What follows belongs to an exercise in optimizing a design on an open flow for small area, a short achievable clock period and few clock cycles per item; a production flow would make more cautious choices.
The RTL of this run was laid out without a check of its function.
Power is estimated from default activity; no workload was simulated.

===== design/flow/run.sh =====
#!/bin/bash
# synth_recipe.tcl (not shown) runs the flow's synth.tcl, then flattens the netlist and writes it again
# the make line also repeats each setting of config.mk as NAME=value (left out here)
make -C /OpenROAD-flow-scripts/flow DESIGN_CONFIG=/design/flow/config.mk WORK_HOME=/design/flow/orfs CLKGATE_MAP_FILE= SYNTH_SCRIPT=/design/flow/synth_recipe.tcl finish

===== design/flow/config.mk =====
export PLATFORM = sky130hd
export DESIGN_NAME = window_stack_hit_test
export DESIGN_NICKNAME = window_stack_hit_test
export VERILOG_FILES = /design/flow/design.v
export SDC_FILE = /design/flow/constraint.sdc
export NUM_CORES = 4
export LEC_CHECK = 0
export CAP_MARGIN = 30
export CELL_PAD_IN_SITES_DETAIL_PLACEMENT = 2
export CELL_PAD_IN_SITES_GLOBAL_PLACEMENT = 2
export CORE_MARGIN = 2
export CORE_UTILIZATION = 35
export CTS_BUF_LIST = sky130_fd_sc_hd__clkbuf_8
export SETUP_SLACK_MARGIN = 4.3
export SLEW_MARGIN = 20

===== design/flow/constraint.sdc =====
create_clock -name core_clock -period 8.0 [get_ports {clk_i}]
set_input_delay 1.6000 -clock core_clock [delete_from_list [all_inputs] [get_ports {clk_i}]]
set_output_delay 1.6000 -clock core_clock [all_outputs]
set_load 0.01 [all_outputs]

===== design/flow/design.v =====
package wsh_pkg;
  localparam int MAX_WINDOWS = 16;
  localparam int COORD_BITS  = 12;
  localparam int SLOT_W   = 5;
  localparam int ID_OUT_W = 5;
  localparam int CNT_W    = 5;
  localparam int APB_AW   = 3;
  localparam int APB_DW   = 32;
  localparam int POS_W = $clog2(MAX_WINDOWS + 1);
  localparam logic CMD_LOAD  = 1'b0;
  localparam logic CMD_CLICK = 1'b1;
  localparam logic REG_WINDOW_COUNT = 1'b0;
  typedef logic [COORD_BITS-1:0] coord_t;
  typedef logic [POS_W-1:0]      pos_t;
  typedef struct packed {
    coord_t left;
    coord_t bottom;
    coord_t right;
    coord_t top;
  } rect_t;
  typedef struct packed {
    logic load_we;
    logic point_we;
    logic search_en;
    logic shift_en;
  } wsh_cmd_t;
  localparam logic [2:0] ST_IDLE   = 3'b001;
  localparam logic [2:0] ST_SEARCH = 3'b010;
  localparam logic [2:0] ST_SHIFT  = 3'b100;
endpackage
module wsh_ctrl (
  input  logic                           clk_i,
  input  logic                           rst_ni,
  input  logic                           in_valid_i,
  input  logic                           command_i,
  input  logic                           out_ready_i,
  input  logic                           res_we_i,
  input  logic                           res_hit_i,
  input  logic [wsh_pkg::ID_OUT_W-1:0]   res_id_i,
  output logic                           in_ready_o,
  output logic                           accept_o,
  output logic                           out_valid_o,
  output logic                           hit_o,
  output logic [wsh_pkg::ID_OUT_W-1:0]   window_id_o
);
  localparam int RW = wsh_pkg::ID_OUT_W + 1;
  logic [2:0]    cred_q, cred_d;
  logic          rdy_q;
  logic          take;
  logic [4:0]    v_q, v_d;
  logic [RW-1:0] e0_q, e1_q, e2_q, e3_q, e4_q;
  logic [RW-1:0] e0_d, e1_d, e2_d, e3_d, e4_d;
  logic [4:0]    sv;
  logic [RW-1:0] s0, s1, s2, s3;
  logic [RW-1:0] w;
  assign in_ready_o = rdy_q;
  assign accept_o   = in_valid_i && rdy_q;
  assign take       = v_q[0] && out_ready_i;
  always_comb begin
    cred_d = cred_q;
    if (accept_o && (command_i == wsh_pkg::CMD_CLICK) && !take) cred_d = cred_q + 3'd1;
    if (!(accept_o && (command_i == wsh_pkg::CMD_CLICK)) && take) cred_d = cred_q - 3'd1;
  end
  assign w = {res_hit_i, res_id_i};
  always_comb begin
    if (take) begin
      sv = {1'b0, v_q[4:1]};
      s0 = e1_q;
      s1 = e2_q;
      s2 = e3_q;
      s3 = e4_q;
    end else begin
      sv = v_q;
      s0 = e0_q;
      s1 = e1_q;
      s2 = e2_q;
      s3 = e3_q;
    end
    v_d  = sv;
    e0_d = s0;
    e1_d = s1;
    e2_d = s2;
    e3_d = s3;
    e4_d = e4_q;
    if (res_we_i) begin
      if (!sv[0]) begin
        v_d[0] = 1'b1;
        e0_d   = w;
      end else if (!sv[1]) begin
        v_d[1] = 1'b1;
        e1_d   = w;
      end else if (!sv[2]) begin
        v_d[2] = 1'b1;
        e2_d   = w;
      end else if (!sv[3]) begin
        v_d[3] = 1'b1;
        e3_d   = w;
      end else begin
        v_d[4] = 1'b1;
        e4_d   = w;
      end
    end
  end
  always_ff @(posedge clk_i or negedge rst_ni) begin
    if (!rst_ni) begin
      cred_q <= '0;
      rdy_q  <= 1'b1;
      v_q    <= '0;
    end else begin
      cred_q <= cred_d;
      rdy_q  <= (cred_d < 3'd5);
      v_q    <= v_d;
    end
  end
  always_ff @(posedge clk_i) begin
    e0_q <= e0_d;
    e1_q <= e1_d;
    e2_q <= e2_d;
    e3_q <= e3_d;
    e4_q <= e4_d;
  end
  assign out_valid_o = v_q[0];
  assign hit_o       = e0_q[RW-1];
  assign window_id_o = e0_q[RW-2:0];
endmodule
module wsh_cmp (
  input  logic [4*wsh_pkg::COORD_BITS-1:0] rect_i,
  input  logic [wsh_pkg::COORD_BITS-1:0]   x_i,
  input  logic [wsh_pkg::COORD_BITS-1:0]   y_i,
  output logic                             in_o
);
  localparam int CB = wsh_pkg::COORD_BITS;
  function automatic logic ge(input logic [11:0] a, input logic [11:0] b);
    logic [11:0] g1, q1;
    logic [5:0]  g2, q2;
    logic [2:0]  g3, q3;
    logic        g4;
    g1    = a & ~b;
    q1    = a | ~b;
    g1[0] = a[0] | ~b[0];
    for (int i = 0; i < 6; i++) begin
      g2[i] = g1[2*i+1] | (q1[2*i+1] & g1[2*i]);
      q2[i] = q1[2*i+1] & q1[2*i];
    end
    for (int i = 0; i < 3; i++) begin
      g3[i] = g2[2*i+1] | (q2[2*i+1] & g2[2*i]);
      q3[i] = q2[2*i+1] & q2[2*i];
    end
    g4 = g3[1] | (q3[1] & g3[0]);
    ge = g3[2] | (q3[2] & g4);
  endfunction
  assign in_o = ge(x_i, rect_i[4*CB-1:3*CB]) && ge(rect_i[2*CB-1:CB], x_i)
             && ge(y_i, rect_i[3*CB-1:2*CB]) && ge(rect_i[CB-1:0], y_i);
endmodule
module wsh_dp (
  input  logic                           clk_i,
  input  logic                           rst_ni,
  input  logic                           accept_i,
  input  logic                           command_i,
  input  logic [wsh_pkg::MAX_WINDOWS-1:0] act_i,
  input  logic [wsh_pkg::SLOT_W-1:0]     slot_i,
  input  logic [wsh_pkg::COORD_BITS-1:0] left_i,
  input  logic [wsh_pkg::COORD_BITS-1:0] bottom_i,
  input  logic [wsh_pkg::COORD_BITS-1:0] right_i,
  input  logic [wsh_pkg::COORD_BITS-1:0] top_i,
  input  logic [wsh_pkg::COORD_BITS-1:0] point_x_i,
  input  logic [wsh_pkg::COORD_BITS-1:0] point_y_i,
  output logic                           res_we_o,
  output logic                           hit_o,
  output logic [wsh_pkg::ID_OUT_W-1:0]   window_id_o
);
  localparam int NW = wsh_pkg::MAX_WINDOWS;
  localparam int CB = wsh_pkg::COORD_BITS;
  localparam int RW = 4 * CB;
  logic [NW-1:0][RW-1:0] rect_q;
  logic [NW-1:0][3:0]    perm_q;
  logic [NW-1:0][3:0]    idp_q;
  logic [NW-1:0]         sh_q;       
  logic [NW-1:0]         hs_q;       
  logic                  fd_q;       
  logic                  rv_q;       
  logic          ld_a_q;     
  logic          ck_a_q;     
  logic [3:0]    pos_a_q;    
  logic [RW-1:0] dat_a_q;    
  logic          slot_ok;
  logic          ld_b_q;
  logic          ck_b_q;
  logic [3:0]    pos_b_q;
  logic [RW-1:0] dat_b_q;
  logic [NW-1:0] m_b_q;      
  logic          fwv_q;      
  logic [3:0]    fwp_q;      
  logic          mfw_q;      
  logic [3:0]    la_q;       
  logic [3:0]    lb_q;       
  logic [CB-1:0] px, py;
  logic [NW-1:0] m_a;
  logic          m_fw;
  logic [3:0]    ld_e;
  assign slot_ok = (slot_i >= 1) && (slot_i <= NW);
  always_ff @(posedge clk_i or negedge rst_ni) begin
    if (!rst_ni) begin
      ld_a_q <= 1'b0;
      ck_a_q <= 1'b0;
      ld_b_q <= 1'b0;
      ck_b_q <= 1'b0;
    end else begin
      ld_a_q <= accept_i && (command_i == wsh_pkg::CMD_LOAD) && slot_ok;
      ck_a_q <= accept_i && (command_i == wsh_pkg::CMD_CLICK);
      ld_b_q <= ld_a_q;
      ck_b_q <= ck_a_q;
    end
  end
  always_ff @(posedge clk_i) begin
    pos_a_q <= 4'(slot_i - 5'd1);
    dat_a_q <= (command_i == wsh_pkg::CMD_CLICK) ? {left_i, bottom_i, point_x_i, point_y_i}
                                                 : {left_i, bottom_i, right_i, top_i};
    pos_b_q <= pos_a_q;
    dat_b_q <= dat_a_q;
  end
  assign px = dat_a_q[2*CB-1:CB];
  assign py = dat_a_q[CB-1:0];
  for (genvar e = 0; e < NW; e++) begin : g_cmp
    wsh_cmp u_cmp (
      .rect_i (rect_q[e]),
      .x_i    (px),
      .y_i    (py),
      .in_o   (m_a[e])
    );
  end
  wsh_cmp u_cmp_ld (
    .rect_i (dat_b_q),
    .x_i    (px),
    .y_i    (py),
    .in_o   (m_fw)
  );
  always_ff @(posedge clk_i or negedge rst_ni) begin
    if (!rst_ni) begin
      fwv_q <= 1'b0;
    end else begin
      fwv_q <= ld_b_q;
    end
  end
  always_ff @(posedge clk_i) begin
    m_b_q <= m_a;
    mfw_q <= m_fw;
    fwp_q <= pos_b_q;
    la_q  <= perm_c[pos_a_q];
    lb_q  <= perm_c[(pos_a_q + 4'd1) % NW];
  end
  logic [NW-1:0]      last;
  logic [NW-1:0]      topw;
  logic [3:0]         pw;
  logic [3:0]         iw;
  logic [NW-1:0][3:0] perm_c;
  logic [NW-1:0][3:0] idp_c;
  always_comb begin
    pw = '0;
    iw = '0;
    for (int p = 0; p < NW; p++) begin
      last[p] = act_i[p] && ((p == NW - 1) || !act_i[(p + 1) % NW]);
      topw[p] = last[p] && fd_q;
      pw      = pw | (hs_q[p] ? perm_q[p] : 4'd0);
      iw      = iw | (hs_q[p] ? idp_q[p] : 4'd0);
    end
    for (int p = 0; p < NW; p++) begin
      if (topw[p]) begin
        perm_c[p] = pw;
        idp_c[p]  = iw;
      end else if (sh_q[p]) begin
        perm_c[p] = perm_q[(p + 1) % NW];
        idp_c[p]  = idp_q[(p + 1) % NW];
      end else begin
        perm_c[p] = perm_q[p];
        idp_c[p]  = idp_q[p];
      end
    end
  end
  logic [NW-1:0] ml;
  logic          tophit;
  logic [NW-1:0] mp;
  logic [NW-1:0] above;
  logic [NW-1:0] upto;
  logic          found;
  always_comb begin
    tophit = 1'b0;
    for (int p = 0; p < NW; p++) begin
      ml[p]  = m_b_q[perm_q[p]];
      tophit = tophit | (hs_q[p] && ml[p]);
    end
    for (int p = 0; p < NW; p++) begin
      if (fwv_q && (fwp_q == p)) begin
        mp[p] = mfw_q && act_i[p];
      end else if (sh_q[p]) begin
        mp[p] = ml[(p + 1) % NW] && act_i[p];
      end else begin
        mp[p] = ml[p] && act_i[p] && !topw[p];
      end
    end
    above[NW-1] = 1'b0;
    for (int p = NW - 2; p >= 0; p--) begin
      above[p] = above[p+1] || mp[p+1];
    end
    upto[0] = mp[0];
    for (int p = 1; p < NW; p++) begin
      upto[p] = upto[p-1] || mp[p];
    end
    found = upto[NW-1];
  end
  always_ff @(posedge clk_i or negedge rst_ni) begin
    if (!rst_ni) begin
      sh_q <= '0;
      hs_q <= '0;
      fd_q <= 1'b0;
      rv_q <= 1'b0;
    end else begin
      for (int p = 0; p < NW; p++) begin
        sh_q[p] <= ck_b_q && !tophit && upto[p] && !above[p] && act_i[p] && !last[p];
        hs_q[p] <= ck_b_q && (tophit ? topw[p] : (mp[p] && !above[p]));
      end
      fd_q <= ck_b_q && (tophit || found);
      rv_q <= ck_b_q;
    end
  end
  always_ff @(posedge clk_i or negedge rst_ni) begin
    if (!rst_ni) begin
      for (int p = 0; p < NW; p++) begin
        perm_q[p] <= 4'(p);
        idp_q[p]  <= 4'(p + 1);
      end
    end else begin
      perm_q <= perm_c;
      for (int p = 0; p < NW; p++) begin
        idp_q[p] <= (ld_b_q && (pos_b_q == p)) ? pos_b_q + 4'd1 : idp_c[p];
      end
    end
  end
  always_comb begin
    ld_e = la_q;
    for (int p = 0; p < NW; p++) begin
      if (pos_b_q == p) begin
        if (topw[p]) begin
          ld_e = pw;
        end else if (sh_q[p]) begin
          ld_e = lb_q;
        end
      end
    end
  end
  for (genvar e = 0; e < NW; e++) begin : g_entry
    always_ff @(posedge clk_i) begin
      if (ld_b_q && (ld_e == e)) begin
        rect_q[e] <= dat_b_q;
      end
    end
  end
  logic [3:0] rid;
  always_comb begin
    rid = '0;
    for (int p = 0; p < NW; p++) begin
      rid = rid | (hs_q[p] ? idp_q[p] : 4'd0);
    end
  end
  assign res_we_o    = rv_q;
  assign hit_o       = fd_q;
  assign window_id_o = fd_q ? {(rid == 4'd0), rid} : 5'd0;
endmodule
module window_stack_hit_test (
  input  logic                                clk_i,
  input  logic                                rst_ni,
  input  logic                                in_valid_i,
  output logic                                in_ready_o,
  input  logic                                command_i,
  input  logic [wsh_pkg::SLOT_W-1:0]          slot_i,
  input  logic [wsh_pkg::COORD_BITS-1:0]      left_i,
  input  logic [wsh_pkg::COORD_BITS-1:0]      bottom_i,
  input  logic [wsh_pkg::COORD_BITS-1:0]      right_i,
  input  logic [wsh_pkg::COORD_BITS-1:0]      top_i,
  input  logic [wsh_pkg::COORD_BITS-1:0]      point_x_i,
  input  logic [wsh_pkg::COORD_BITS-1:0]      point_y_i,
  output logic                                out_valid_o,
  input  logic                                out_ready_i,
  output logic                                hit_o,
  output logic [wsh_pkg::ID_OUT_W-1:0]        window_id_o,
  input  logic                                psel,
  input  logic                                penable,
  input  logic                                pwrite,
  input  logic [wsh_pkg::APB_AW-1:0]          paddr,
  input  logic [wsh_pkg::APB_DW-1:0]          pwdata,
  output logic [wsh_pkg::APB_DW-1:0]          prdata,
  output logic                                pready
);
  localparam int CB = wsh_pkg::COORD_BITS;
  logic [wsh_pkg::CNT_W-1:0] window_count_q;
  logic                      reg_sel;
  logic                      accept;
  logic                      res_we;
  logic                      res_hit;
  logic [wsh_pkg::ID_OUT_W-1:0] res_id;
  assign pready  = 1'b1;
  assign reg_sel = (paddr[wsh_pkg::APB_AW-1] == wsh_pkg::REG_WINDOW_COUNT);
  always_ff @(posedge clk_i or negedge rst_ni) begin
    if (!rst_ni) begin
      window_count_q <= 1;
    end else if (psel && penable && pwrite && reg_sel) begin
      window_count_q <= pwdata[wsh_pkg::CNT_W-1:0];
    end
  end
  assign prdata = reg_sel ? {{(wsh_pkg::APB_DW-wsh_pkg::CNT_W){1'b0}}, window_count_q} : '0;
  logic [wsh_pkg::MAX_WINDOWS-1:0] act_q;
  always_ff @(posedge clk_i or negedge rst_ni) begin
    if (!rst_ni) begin
      act_q <= 1;
    end else if (psel && penable && pwrite && reg_sel) begin
      for (int p = 0; p < wsh_pkg::MAX_WINDOWS; p++) begin
        act_q[p] <= (pwdata[wsh_pkg::CNT_W-1:0] > p);
      end
    end
  end
  wsh_ctrl u_ctrl (
    .clk_i       (clk_i),
    .rst_ni      (rst_ni),
    .in_valid_i  (in_valid_i),
    .command_i   (command_i),
    .out_ready_i (out_ready_i),
    .res_we_i    (res_we),
    .res_hit_i   (res_hit),
    .res_id_i    (res_id),
    .in_ready_o  (in_ready_o),
    .accept_o    (accept),
    .out_valid_o (out_valid_o),
    .hit_o       (hit_o),
    .window_id_o (window_id_o)
  );
  wsh_dp u_dp (
    .clk_i          (clk_i),
    .rst_ni         (rst_ni),
    .accept_i       (accept),
    .command_i      (command_i),
    .act_i          (act_q),
    .slot_i         (slot_i),
    .left_i         (left_i),
    .bottom_i       (bottom_i),
    .right_i        (right_i),
    .top_i          (top_i),
    .point_x_i      (point_x_i),
    .point_y_i      (point_y_i),
    .res_we_o       (res_we),
    .hit_o          (res_hit),
    .window_id_o    (res_id)
  );
endmodule

==> results.txt <==
## power by group
group / switching (mW) / internal [mW]
registers: 0.769 / 6.85
clock network: 2.69 / 2.85
logic: 1.99 / 1.50
## registers in the layout, indices dropped and copies added (netlist names), 5 cells and up
signal / cells
u_dp.rect_q: 768
u_ctrl.e1_q: 6
u_ctrl.e4_q: 6
u_ctrl.e2_q: 6
u_ctrl.v_q: 5
u_dp.perm_q: 64
u_ctrl.e0_q: 6
u_dp.dat_a_q: 48
u_ctrl.e3_q: 6
u_dp.sh_q: 16
act_q: 16
u_dp.dat_b_q: 48
u_dp.hs_q: 16
u_dp.m_b_q: 16
window_count_q: 5
u_dp.idp_q: 64
## cells in the mapped netlist (87+ instances only)
| cell type | instances | area share [%] |
|---|---|---|
| a21oi_1 | 189 | 1.7 |
| clkbuf_1 | 260 | 1.7 |
| dfrtp_1 | 130 | 5.8 |
| dfxtp_1 | 157 | 5.6 |
| edfxtp_1 | 774 | 41 |
| inv_1 | 173 | 1.2 |
| maj3_1 | 284 | 5.0 |
| mux2i_1 | 172 | 3.1 |
| nand2_1 | 389 | 2.6 |
| nand2b_1 | 150 | 1.7 |
| nand3_1 | 87 | 0.77 |
| nor2_1 | 247 | 1.6 |
| nor2b_1 | 132 | 1.5 |
| o211ai_1 | 91 | 1.2 |
| o21ai_0 | 251 | 2.2 |
## kinds of logic after synthesis
group                    after synthesis  share of synthesized area [%]
AO/OA/AOI/OAI                       1204                          14.80
flip-flops                          1128                          55.72
multiplexers                         320                          8.630
XOR/XNOR                               9                         0.1399
adder cells (fa/ha/maj)              301                          5.404
AND/OR/NAND/NOR                     1265                          11.31
other                                  2                        0.01333
buffers and inverters                550                          3.987
## layout make-up
type | instances | share of cell area (%)
flip-flops and latches | 1128 | 43.39
multi-input cells | 3133 | 33.55
repair buffers | 670 | 12.69
clock buffers | 248 | 4.705
well taps | 2160 | 3.725
inverters | 183 | 0.9969
clock inverters | 126 | 0.9193
diodes | 5 | 0.01725
repair inverters | 1 | 0.01035
## how the worst min path moves through the flow
stage / startpoint / endpoint / cells past startpoint
2_1_floorplan: u_dp.dat_a_q[24]$_DFF_P_ / u_dp.dat_b_q[24]$_DFF_P_ / 0
3_3_place_gp: u_dp.dat_a_q[30]$_DFF_P_ / u_dp.dat_b_q[30]$_DFF_P_ / 0
3_5_place_dp: u_dp.dat_a_q[30]$_DFF_P_ / u_dp.dat_b_q[30]$_DFF_P_ / 0
4_1_cts: u_dp.dat_a_q[34]$_DFF_P_ / u_dp.dat_b_q[34]$_DFF_P_ / 0
5_1_grt: u_dp.dat_a_q[40]$_DFF_P_ / u_dp.dat_b_q[40]$_DFF_P_ / 0
6_report: u_dp.dat_a_q[35]$_DFF_P_ / u_dp.dat_b_q[35]$_DFF_P_ / 0
## critical path, delay by kind of cell, from the launching register on
kind	cells	cell delay [ns]
compound gates	5	1.43
buf+inv	7	1.11
flops	1	0.63
simple gates	4	0.95
## layer usage
layer | share of wire, % | wire length (um) | vias to the layer above
met4 | 6.8 | 18090 | 2
met1 | 39 | 102900 | 24520
met5 | 0.0026 | 7 | -
li1 | - | - | 19480
met2 | 49 | 129700 | 1686
met3 | 5.2 | 13760 | 603
## repair_timing
item / in CTS / in global routing
buffers inserted: 257 / 50
pin swaps: 52 / 22
cloned: 105 / 16
setup endpoints to repair: 830 / 803
gates resized for setup: 541 / 92
==> out/results.txt <==
Run status -> no timing/DRC/antenna violations
Crit-path max FO -> 8
Via/cell ratio -> 6.048
M1 GR Usage -> 37.63%
Initial antenna violation count -> 17
Finished Layout Cells -> 7654
WP data arrival -> 5.06 ns
CP startpoint kind -> flop
Post-DRT Antenna Nets -> 0
Worst Setup Path Type -> reg2reg
RePlAce Congestion -> 0.8970
Syn-to-layout area delta -> 28.73%
Clock Sinks -> 1128
Commonest non-fill, non-tap cell in the layout -> edfxtp_1
Worst R2R Path Depth -> 16
Max-cap violation count -> 0
Async SR Flop Fraction -> 17.46%
Fillcell total -> 15740
Worst Max-Slew Pin Slew -> 1.054 ns
Worst setup margin -> 3.596 ns
Final Util -> 45.29%
Hold_ws -> 0.3243 ns
Most frequent cells in the layout -> edfxtp_1 (774), nand2_1 (376), maj3_1 (277)
Post-Syn Instances -> 4779
Num CTS Buffers -> 202
Fmax -> 227.1 MHz
Leakage -> 25.93 nW
Yosys cell types -> 104
PortBufs -> 103
Slowest CP cell -> dfstp_2
H-tree depth -> 4
Total global-route track usage -> 31.41%
Setup Skew -> 0.05870 ns
Met2 Use GR -> 53.31%
Post-place setup slack -> 2.228 ns
Post-synth EDFFs -> 774
CTS tree -> built
RR Endpoint -> u_dp.rect_q[577]$_DFFE_PP_
VDD IR max -> 0.1757 mV
WL/cell -> 34.55 um
Reg2reg setup slack -> 3.60 ns
CP endpoint -> u_dp.rect_q[577]$_DFFE_PP_
Clock root buffer -> clkbuf_8
Area taken by multi-input logic gates -> 0.02434 mm2
GR Util met3 -> 5.093%
Synthesized flop and latch total -> 1128
First-pass GRT wire length -> 368500 um
Seq. cell area -> 0.03148 mm2
Die ar. -> 0.1642 mm2
Nets -> 5448
Final Hold Fails -> 0
Slew Limit Fails -> 0
Slew HR -> 29.71%
Drt drc -> 0
Global route hottest layer -> met2
Largest net degree at the start of global routing -> 146
DR pass1 iterations -> 5
Overflow after GRT -> 0
Pwr dens -> 229.4 mW/mm2
Beginning of the critical path -> u_dp.perm_q[63]$_DFF_PN1_
DP HPWL -> 145600 um
Top FF cell, synth -> edfxtp_1
Final period utilization -> 55.05%
Die height -> 405.3 um
RSZ-0062 raised after global routing -> yes
Share of cells above drive strength 1 -> 24.38%
Reg clk slew, reported paths -> 0.06 ns
Post-Place Cell Area -> 0.06020 mm2
# setup viols final -> 0
Crit. End Element -> flop
Seq/Total Area, Yosys -> 55.72%
Pwr Total -> 16.65 mW
Design area -> 0.07255 mm2
Setup TNS -> 0 ns
Placeable Area -> 0.1602 mm2
Via count -> 46290
Reg2reg start -> u_dp.perm_q[63]$_DFF_PN1_
Max incr delay on CP -> 0.63 ns
Period minus WS final -> 4.404 ns
# IOs -> 161
Chip width -> 405.3 um
Final WL -> 264400 um
Clock buffer depth -> 3
CP Data Required Time -> 8.66 ns
Crit-path cells -> a22oi_1 > nand4_1 > or3_4 > buf_6 > buf_4 > nor2_1 > o32a_1 > a221oi_2 > a21oi_4 > buf_4 > o31a_4 > nor4_4 > buf_6 > buf_6 > buf_6 > buf_16
Drt first-iter violations -> 3673
Most frequent CP cell -> buf_6
Initial core utilization -> 35.18%
Avg Synthesized Cell Area -> 11.79 um2
Clock latency (worst-skew pair) -> 0.97 ns
Synthesized cell area -> 0.05636 mm2
# placed instances -> 6844
Yosys warns -> 4
Vias in the first global route -> 48890
Hold Path Class -> reg2reg
# rows -> 147
Post-cts hold buffer count -> 0

==> separate check: timing with driven ports <==
How much do the figures lean on ideal ports? The routed layout below was timed once more, with nothing changed but the port constraints.
Step 1, drivers: a clkbuf_16 drives clk_i and a buf_2 each remaining input, both assumed.
Step 2 times the ports against the registers' clock, not the clock port: input delays grow and output delays shrink by t, the midpoint of the rising clock arrivals with the driver on.
a / b / c = ideal / step 1 / step 2; a / b = the first two.
t, ns: 1.022
setup WS [ns]: 3.596 / 3.596 / 3.596
worst slew at a driven data input, ns: 0.05
After both steps setup and hold are still met in this run. The setup slack of this run moves by 0.000 ns with the drivers and by 0.000 ns with both steps.
